Source: an optimization exercise on an open RTL-to-GDS flow (aim: small area). Production flows keep margins and buffers that such runs may drop. No functional check of the RTL was part of this run. No activity file was given, so power comes from the tool's default toggle rates.

$ cat design/flow/config.mk
export PLATFORM = sky130hd
export DESIGN_NAME = us_frontend_top
export DESIGN_NICKNAME = us_frontend_top
export VERILOG_FILES = /design/flow/design.v
export SDC_FILE = /design/flow/constraint.sdc
export NUM_CORES = 4
export LEC_CHECK = 0
export CAP_MARGIN = 20
export CORE_MARGIN = 2
export CORE_UTILIZATION = 40
export SLEW_MARGIN = 20
$ cat design/flow/run.sh
#!/bin/bash
# synth_recipe.tcl (not shown) runs the flow's synth.tcl, then flattens the netlist and writes it again
# the make line also repeats each setting of config.mk as NAME=value (left out here)
make -C /OpenROAD-flow-scripts/flow DESIGN_CONFIG=/design/flow/config.mk WORK_HOME=/design/flow/orfs CLKGATE_MAP_FILE= SYNTH_SCRIPT=/design/flow/synth_recipe.tcl finish
$ cat design/flow/design.v
`default_nettype none
package us_pkg;
	localparam int BF_DATA_WIDTH      = 70;   
	localparam int BF_BIT_COUNT_WIDTH = 8;    
	localparam int SCK_HALF_CYCLES    = 2;
	localparam int SCK_HALF_CNT_WIDTH =      
		(SCK_HALF_CYCLES > 1) ? $clog2(SCK_HALF_CYCLES) : 1;
	localparam int ACQ_CNT_WIDTH      = 20;   
	localparam int START_DELAY_CYCLES = 10;   
	localparam int START_DELAY_WIDTH  = 8;    
endpackage
`default_nettype wire
`timescale 1ns/1ps
`default_nettype none
module delayed_pulser #(
	parameter int DELAY = us_pkg::START_DELAY_CYCLES   
) (
	input  logic clk,
	input  logic rst_n,
	input  logic sig_in,    
	output logic pulse      
);
	logic                         sig_d;      
	logic                         sig_rise;   
	logic                         busy;       
	logic [us_pkg::START_DELAY_WIDTH-1:0] cnt;        
	assign sig_rise = sig_in & ~sig_d;
	always_ff @(posedge clk or negedge rst_n) begin
		if (!rst_n) begin
			sig_d <= 1'b0;
			busy  <= 1'b0;
			cnt   <= '0;
			pulse <= 1'b0;
		end else begin
			sig_d <= sig_in;
			pulse <= 1'b0;                                   
			if (busy) begin
				if (cnt == '0) begin
					pulse <= 1'b1;                           
					busy  <= 1'b0;
				end else begin
					cnt <= cnt - 1'b1;
				end
			end else if (sig_rise) begin
				busy <= 1'b1;                                
				cnt  <= us_pkg::START_DELAY_WIDTH'(DELAY - 1);
			end
		end
	end
endmodule
`default_nettype wire
`timescale 1ns/1ps
`default_nettype none
module bf_spi_master (
	input  logic                                 clk,
	input  logic                                 rst_n,
	input  logic                                 start,        
	input  logic [us_pkg::BF_DATA_WIDTH-1:0]      data_in,      
	input  logic [us_pkg::BF_BIT_COUNT_WIDTH-1:0] num_of_bit,   
	input  logic                                 spi_sdi,
	output logic                                 done,         
	output logic [us_pkg::BF_DATA_WIDTH-1:0]      rd_data,      
	output logic                                 spi_cs_n,
	output logic                                 spi_sck,
	output logic                                 spi_sdo
);
	typedef enum logic [1:0] {
		st_idle,
		st_shift,    
		st_trail,    
		st_done
	} state_t;
	state_t                        state;
	logic [us_pkg::SCK_HALF_CNT_WIDTH-1:0] half_cnt;     
	logic [us_pkg::BF_BIT_COUNT_WIDTH-1:0] bit_cnt;      
	logic [us_pkg::BF_DATA_WIDTH-1:0]      tx_sr;        
	logic [us_pkg::BF_DATA_WIDTH-1:0]      rx_sr;        
	logic [us_pkg::BF_DATA_WIDTH-1:0]      tx_aligned;   
	logic                          half_end;     
	assign tx_aligned = data_in << (us_pkg::BF_DATA_WIDTH - int'(num_of_bit));
	assign half_end   = (half_cnt == us_pkg::SCK_HALF_CNT_WIDTH'(us_pkg::SCK_HALF_CYCLES - 1));
	always_ff @(posedge clk or negedge rst_n) begin
		if (!rst_n) begin
			state    <= st_idle;
			half_cnt <= '0;
			bit_cnt  <= '0;
			spi_cs_n <= 1'b1;
			spi_sck  <= 1'b0;
			spi_sdo  <= 1'b0;
			done     <= 1'b0;
		end else begin
			done <= 1'b0;
			case (state)
				st_idle: begin
					if (start) begin
						state    <= st_shift;
						spi_cs_n <= 1'b0;                    
						spi_sck  <= 1'b0;
						spi_sdo  <= tx_aligned[us_pkg::BF_DATA_WIDTH-1];
						half_cnt <= '0;
						bit_cnt  <= num_of_bit - 1'b1;
					end
				end
				st_shift: begin
					half_cnt <= half_end ? '0 : half_cnt + 1'b1;
					if (half_end) begin
						if (!spi_sck) begin
							spi_sck <= 1'b1;                 
						end else begin
							spi_sck <= 1'b0;                 
							if (bit_cnt == '0) begin
								state <= st_trail;
							end else begin
								bit_cnt <= bit_cnt - 1'b1;
								spi_sdo <= tx_sr[us_pkg::BF_DATA_WIDTH-2];
							end
						end
					end
				end
				st_trail: begin
					half_cnt <= half_end ? '0 : half_cnt + 1'b1;
					if (half_end) begin
						state    <= st_done;
						spi_cs_n <= 1'b1;                    
						spi_sdo  <= 1'b0;
					end
				end
				default: begin                               
					state <= st_idle;
					done  <= 1'b1;
				end
			endcase
		end
	end
	always_ff @(posedge clk) begin
		if (state == st_idle && start) begin
			tx_sr <= tx_aligned;
			rx_sr <= '0;                                     
		end else if (state == st_shift && half_end) begin
			if (!spi_sck)
				rx_sr <= {rx_sr[us_pkg::BF_DATA_WIDTH-2:0], spi_sdi};   
			else
				tx_sr <= tx_sr << 1;
		end
		if (state == st_done)
			rd_data <= rx_sr;                                
	end
endmodule
`default_nettype wire
`timescale 1ns/1ps
`default_nettype none
module echo_acq_fsm (
	input  logic                            clk,
	input  logic                            rst_n,
	input  logic                            start,                  
	input  logic [us_pkg::ACQ_CNT_WIDTH-1:0] adc_start_length,       
	input  logic [us_pkg::ACQ_CNT_WIDTH-1:0] adc_init_delay,         
	input  logic [us_pkg::ACQ_CNT_WIDTH-1:0] adc_samples_per_echo,   
	output logic                            tx_en,                  
	output logic                            fifo_en,                
	output logic                            done                    
);
	typedef enum logic [1:0] {
		st_idle,
		st_fire,      
		st_wait,      
		st_window     
	} state_t;
	state_t                   state;
	logic [us_pkg::ACQ_CNT_WIDTH-1:0] cnt;        
	logic                     cnt_zero;   
	assign cnt_zero = (cnt == '0);
	always_ff @(posedge clk or negedge rst_n) begin
		if (!rst_n) begin
			state   <= st_idle;
			cnt     <= '0;
			tx_en   <= 1'b0;
			fifo_en <= 1'b0;
			done    <= 1'b0;
		end else begin
			done <= 1'b0;
			case (state)
				st_idle: begin
					if (start) begin
						state <= st_fire;
						tx_en <= 1'b1;                       
						cnt   <= adc_start_length - 1'b1;
					end
				end
				st_fire: begin
					if (cnt_zero) begin
						state <= st_wait;
						tx_en <= 1'b0;
						cnt   <= adc_init_delay - 1'b1;      
					end else begin
						cnt <= cnt - 1'b1;
					end
				end
				st_wait: begin
					if (cnt_zero) begin
						state   <= st_window;
						fifo_en <= 1'b1;                     
						cnt     <= adc_samples_per_echo - 1'b1;
					end else begin
						cnt <= cnt - 1'b1;
					end
				end
				default: begin                               
					if (cnt_zero) begin
						state   <= st_idle;
						fifo_en <= 1'b0;
						done    <= 1'b1;                     
					end else begin
						cnt <= cnt - 1'b1;
					end
				end
			endcase
		end
	end
endmodule
`default_nettype wire
`timescale 1ns/1ps
`default_nettype none
module us_frontend_top (
	input  logic                                 clk,
	input  logic                                 rst_n,
	input  logic                                 bf_spi_start,           
	input  logic                                 bf_tx_en,               
	input  logic [us_pkg::BF_DATA_WIDTH-1:0]      data_in,
	input  logic [us_pkg::BF_BIT_COUNT_WIDTH-1:0] num_of_bit,
	input  logic [us_pkg::ACQ_CNT_WIDTH-1:0]      adc_start_length,
	input  logic [us_pkg::ACQ_CNT_WIDTH-1:0]      adc_init_delay,
	input  logic [us_pkg::ACQ_CNT_WIDTH-1:0]      adc_samples_per_echo,
	input  logic                                 spi_sdi,
	output logic                                 spi_cs_n,
	output logic                                 spi_sck,
	output logic                                 spi_sdo,
	output logic                                 bf_spi_done,
	output logic [us_pkg::BF_DATA_WIDTH-1:0]      rd_data,
	output logic                                 bf_tx_en_pin,           
	output logic                                 fifo_en,                
	output logic                                 fsm_done
);
	logic spi_start_pulse;   
	logic tx_start_pulse;    
	delayed_pulser spi_start_pulser (
		.clk    (clk),
		.rst_n  (rst_n),
		.sig_in (bf_spi_start),
		.pulse  (spi_start_pulse)
	);
	bf_spi_master bf_spi_master_inst (
		.clk        (clk),
		.rst_n      (rst_n),
		.start      (spi_start_pulse),
		.data_in    (data_in),
		.num_of_bit (num_of_bit),
		.spi_sdi    (spi_sdi),
		.done       (bf_spi_done),
		.rd_data    (rd_data),
		.spi_cs_n   (spi_cs_n),
		.spi_sck    (spi_sck),
		.spi_sdo    (spi_sdo)
	);
	delayed_pulser tx_start_pulser (
		.clk    (clk),
		.rst_n  (rst_n),
		.sig_in (bf_tx_en),
		.pulse  (tx_start_pulse)
	);
	echo_acq_fsm echo_acq_fsm_inst (
		.clk                  (clk),
		.rst_n                (rst_n),
		.start                (tx_start_pulse),
		.adc_start_length     (adc_start_length),
		.adc_init_delay       (adc_init_delay),
		.adc_samples_per_echo (adc_samples_per_echo),
		.tx_en                (bf_tx_en_pin),
		.fifo_en              (fifo_en),
		.done                 (fsm_done)
	);
endmodule
`default_nettype wire
$ cat design/flow/constraint.sdc
create_clock -name core_clock -period 5.0 [get_ports {clk}]
set_input_delay 1.0000 -clock core_clock [delete_from_list [all_inputs] [get_ports {clk}]]
set_output_delay 1.0000 -clock core_clock [all_outputs]
set_load 0.01 [all_outputs]
==> key figures <==
Outcome
  – Outcome: no timing/DRC/antenna violations

Worst setup path
  – Largest stage delay, worst path: roughly 0.7 ns
  – Critical path's slowest cell: xnor2_2
  – Worst setup startpoint: num_of_bit[2]
  – CP arrival: 4.37 ns
  – Worst EP required: between 5 and 6 ns
  – R2R depth: 6
  – Critical path peak fanout: 11
  – Reg-to-Reg End: echo_acq_fsm_inst.cnt[7]$_DFFE_PN0P_
  – FF-to-FF setup slack: 1.50 ns
  – Worst setup EP type: flop
  – Worst Setup EP: bf_spi_master_inst.spi_sdo$_DFFE_PN0P_
  – CP Class: in2reg
  – Worst r2r src: echo_acq_fsm_inst.cnt[2]$_DFFE_PN0P_
  – CP cell instances: clkdlybuf4s50_1, xnor2_2, mux4_2, mux4_2, a2111oi_0, buf_4, o221ai_1, o211a_1
  – CP Launch Type: input pin
  – Most frequent CP cell: mux4_2

Cells and area
  – Fill cell count: around 3800
  – Antenna diode count: 0
  – Fraction of layout cells with a size suffix above 1: 11.4%
  – Non-Filler Instances: 2502
  – Synthesis-to-finish area growth: 22.6%
  – Nets: 2103

Route
  – Total wire length: around 53000 um
  – Final ANT Viol Nets: 0
  – TritonRoute pass-1 iters: 6
  – Vias per cell: 5.90
  – Routed len/inst: 21.2 um
  – DRC violations left: 0
  – DRT iter0 DRCs: 1503
  – Via Count: between 10000 and 15000

Min path
  – Worst hold path class: reg2reg

Global route
  – Largest net degree at the start of global routing: between 80 and 90
  – Vias in the first global route: 14200
  – Global-route wire length before repair: 82900 um
  – GR Util All Layers: 23.6%
  – Initial antenna violation count: 0
  – GRT overflow: 0

Floorplan
  – Initial core utilization: 40.5%
  – Die Ht: 210 um
  – I/O pins: 220
  – Row count: 75
  – Chip width: 210 um
  – CORE AREA: about 42000 sq um
  – Die ar.: 44100 sq um

Timing
  – Least-Margin Pin Slew: approximately 0.93 ns
  – Final hold viol count: 0
  – Slew headroom: 37.9%
  – RSZ-0062 raised after global routing: false
  – Final setup vio count: 0
  – Setup TNS Final: 0 ns
  – Hold Slack: 0.436 ns
  – Fmax: 255 MHz
  – Fin crit share: about four fifths
  – Post-layout minimum cycle time: approximately 3.9 ns
  – Clock skew: 0.0161 ns
  – Final slew viol count: 0

Clock network
  – Clock Latency Late Sink: ~0.56 ns
  – CTS tree: yes
  – CTS buffer count: 29
  – # Post-CTS Setup Buffers: 0
  – # clock sinks: approximately 270
  – # hold bufs at CTS: 0
  – CTS Root Cell: clkbuf_16
  – Clk buf depth: 3
  – Cts repair resizes: 0
  – CTS clk-pin slew, worst paths: 0.06 ns
  – H-tree depth: 1

Synthesis
  – Ys flop type: edfxtp_1
  – Seq/Total Area, Yosys: a little over two fifths
  – Yosys warning count: 3
  – Synth Net Count: 1919
  – Async SR Flop Fraction: between 20 and 25%
  – Synth Register Bits: 271
  – Syn_area_per_cell: 9.67 sq um
  – EDFF count, synth: ~140
  – Cells after synthesis: about 1800
  – Distinct cells, synth: 79
  – Cell Area, Synth: 17000 sq um

Place
  – Routability cong.: 0.992
  – Dpl hpwl: 39400 um
  – I/O Buffers: around 220
  – Placed insts: 2449

Job
  – Max_cap viols: 0

Pwr
  – Pwr dens: between 400 and 500 nW/um^2
  – Max VDD drop: 0.000331 V
  – Leakage power: 7.48 nW
-- cell usage in the layout (no fill, tap or decap), drive strengths merged, types with 55 or more instances in the layout --
cell and count:
dfrtp 61, clkdlybuf4s50 217, nand2 302, a21oi 144
nor2 98, o21ai 103, dfxtp 70, buf 55
edfxtp 139, mux2i 82, mux4 66
-- flip-flops by register name, summed over array words and instances, names as in the netlist, 2 cells and up --
name / count
bf_spi_master_inst.rd_data: 70
bf_spi_master_inst.rx_sr: 70
bf_spi_master_inst.tx_sr: 69
echo_acq_fsm_inst.cnt: 20
bf_spi_master_inst.bit_cnt: 8
spi_start_pulser.cnt: 8
tx_start_pulser.cnt: 8
bf_spi_master_inst.state: 2
echo_acq_fsm_inst.state: 2
-- worst min-delay path by stage --
stage	startpoint	end	slack [ns]	cells after the start
6_report	bf_spi_master_inst.rx_sr[69]$_SDFFE_PP0P_	bf_spi_master_inst.rd_data[69]$_DFFE_PN_	0.44	0
5_1_grt	bf_spi_master_inst.rx_sr[69]$_SDFFE_PP0P_	bf_spi_master_inst.rd_data[69]$_DFFE_PN_	0.46	0
4_1_cts	bf_spi_master_inst.rx_sr[69]$_SDFFE_PP0P_	bf_spi_master_inst.rd_data[69]$_DFFE_PN_	0.44	0
3_5_place_dp	bf_spi_master_inst.rx_sr[69]$_SDFFE_PP0P_	bf_spi_master_inst.rd_data[69]$_DFFE_PN_	0.43	0
3_3_place_gp	bf_spi_master_inst.rx_sr[69]$_SDFFE_PP0P_	bf_spi_master_inst.rd_data[69]$_DFFE_PN_	0.42	0
2_1_floorplan	bf_spi_master_inst.rx_sr[69]$_SDFFE_PP0P_	bf_spi_master_inst.rd_data[69]$_DFFE_PN_	0.41	0
-- synthesized netlist by cell type (all sizes together) (52+ instances only) --
master | instances | area, sq um
nand3 | 53 | 265
clkbuf | 67 | 251
buf | 52 | 274
edfxtp | 139 | 4170
mux2i | 82 | 821
dfrtp | 61 | 1530
a21oi | 144 | 728
dfxtp | 70 | 1400
o21ai | 103 | 516
nand2 | 302 | 1130
nor2 | 98 | 370
mux4 | 66 | 1490
-- metrics by stage --
| stage | setup slack [ns] | area [sq um] | power (mW) | utilization [%] |
|---|---|---|---|---|
| final | 1.07 | 20800 | 8.93 | 49.6 |
| after global routing | 1.04 | 20800 | 9.43 | 49.6 |
| after CTS | 1.15 | 20800 | 8.96 | 49.6 |
| after detailed placement | 0.577 | 19900 | 6.82 | 47.4 |
| after global placement | 0.669 | 19900 | 6.77 | 47.4 |
| after floorplan | 0.380 | 17000 | 5.49 | - |
-- cell type report --
type	instances	area, sq um	area share, %
Clock buffer	37	787	3.78
Clock inverter	16	156	0.751
Inverter	29	109	0.523
Multi-Input combinational cell	1338	9320	44.8
Sequential cell	271	7130	34.2
Tap cell	539	674	3.24
Timing Repair Buffer	272	2650	12.7
-- power breakdown --
part           total, mW  internal (mW)  switching [mW]
logic               3.47           1.41            2.06
clock network       2.12           1.22           0.900
registers           3.34           2.99           0.346
-- worst max-delay path: cells and delay by family --
| kind | cells | cell delay (ns) |
|---|---|---|
| AOI/OAI and AO/OA | 3 | 0.80 |
| xor gates and xnor gates | 1 | 0.69 |
| buffers and inverters | 2 | 0.87 |
| muxes | 2 | 1.00 |
-- cell families (layout without fill, tap and decap cells) --
| group | Yosys count | after routing | synth area share [%] |
|---|---|---|---|
| and+or+nand+nor | 622 | 622 | 16.8 |
| AOI/OAI and AO/OA | 448 | 448 | 17.0 |
| DFF | 271 | 271 | 42.0 |
| muxes | 163 | 163 | 14.6 |
| buffers and inverters | 148 | 354 | 3.74 |
| xor gates and xnor gates | 86 | 86 | 4.48 |
| adders and majority gates | 19 | 19 | 1.40 |
-- layer usage --
metal | share of wire (%) | global-route usage, %
met5 | 0 | 0
met4 | 1.7 | 4.38
met3 | 9.2 | 5.23
met2 | 43 | 35.3
met1 | 46 | 35.3

==> separate check: timing with driven ports <==
In the flow no input, the clock included, has a driving cell. The finished layout below was timed again as built, in two steps.
Step 1, drivers: a clkbuf_16 drives clk and a buf_2 each remaining input, both assumed.
Step 2 adds t to the input delays and takes it off the output delays; t is the mean of the earliest and latest rising clock arrival at the registers after step 1. Input paths then give back, and output paths get back, about the clock's delay inside the block.
a / b / c = ideal / step 1 / step 2; a / b = the first two.
t, ns: 0.611
setup slack, ns: 1.073 / 1.098 / 0.487
worst slew at a driven data input, ns: 0.12
After both steps this run still meets setup and hold. The setup slack of this run moves by +0.025 ns with the drivers and by -0.586 ns with both steps.
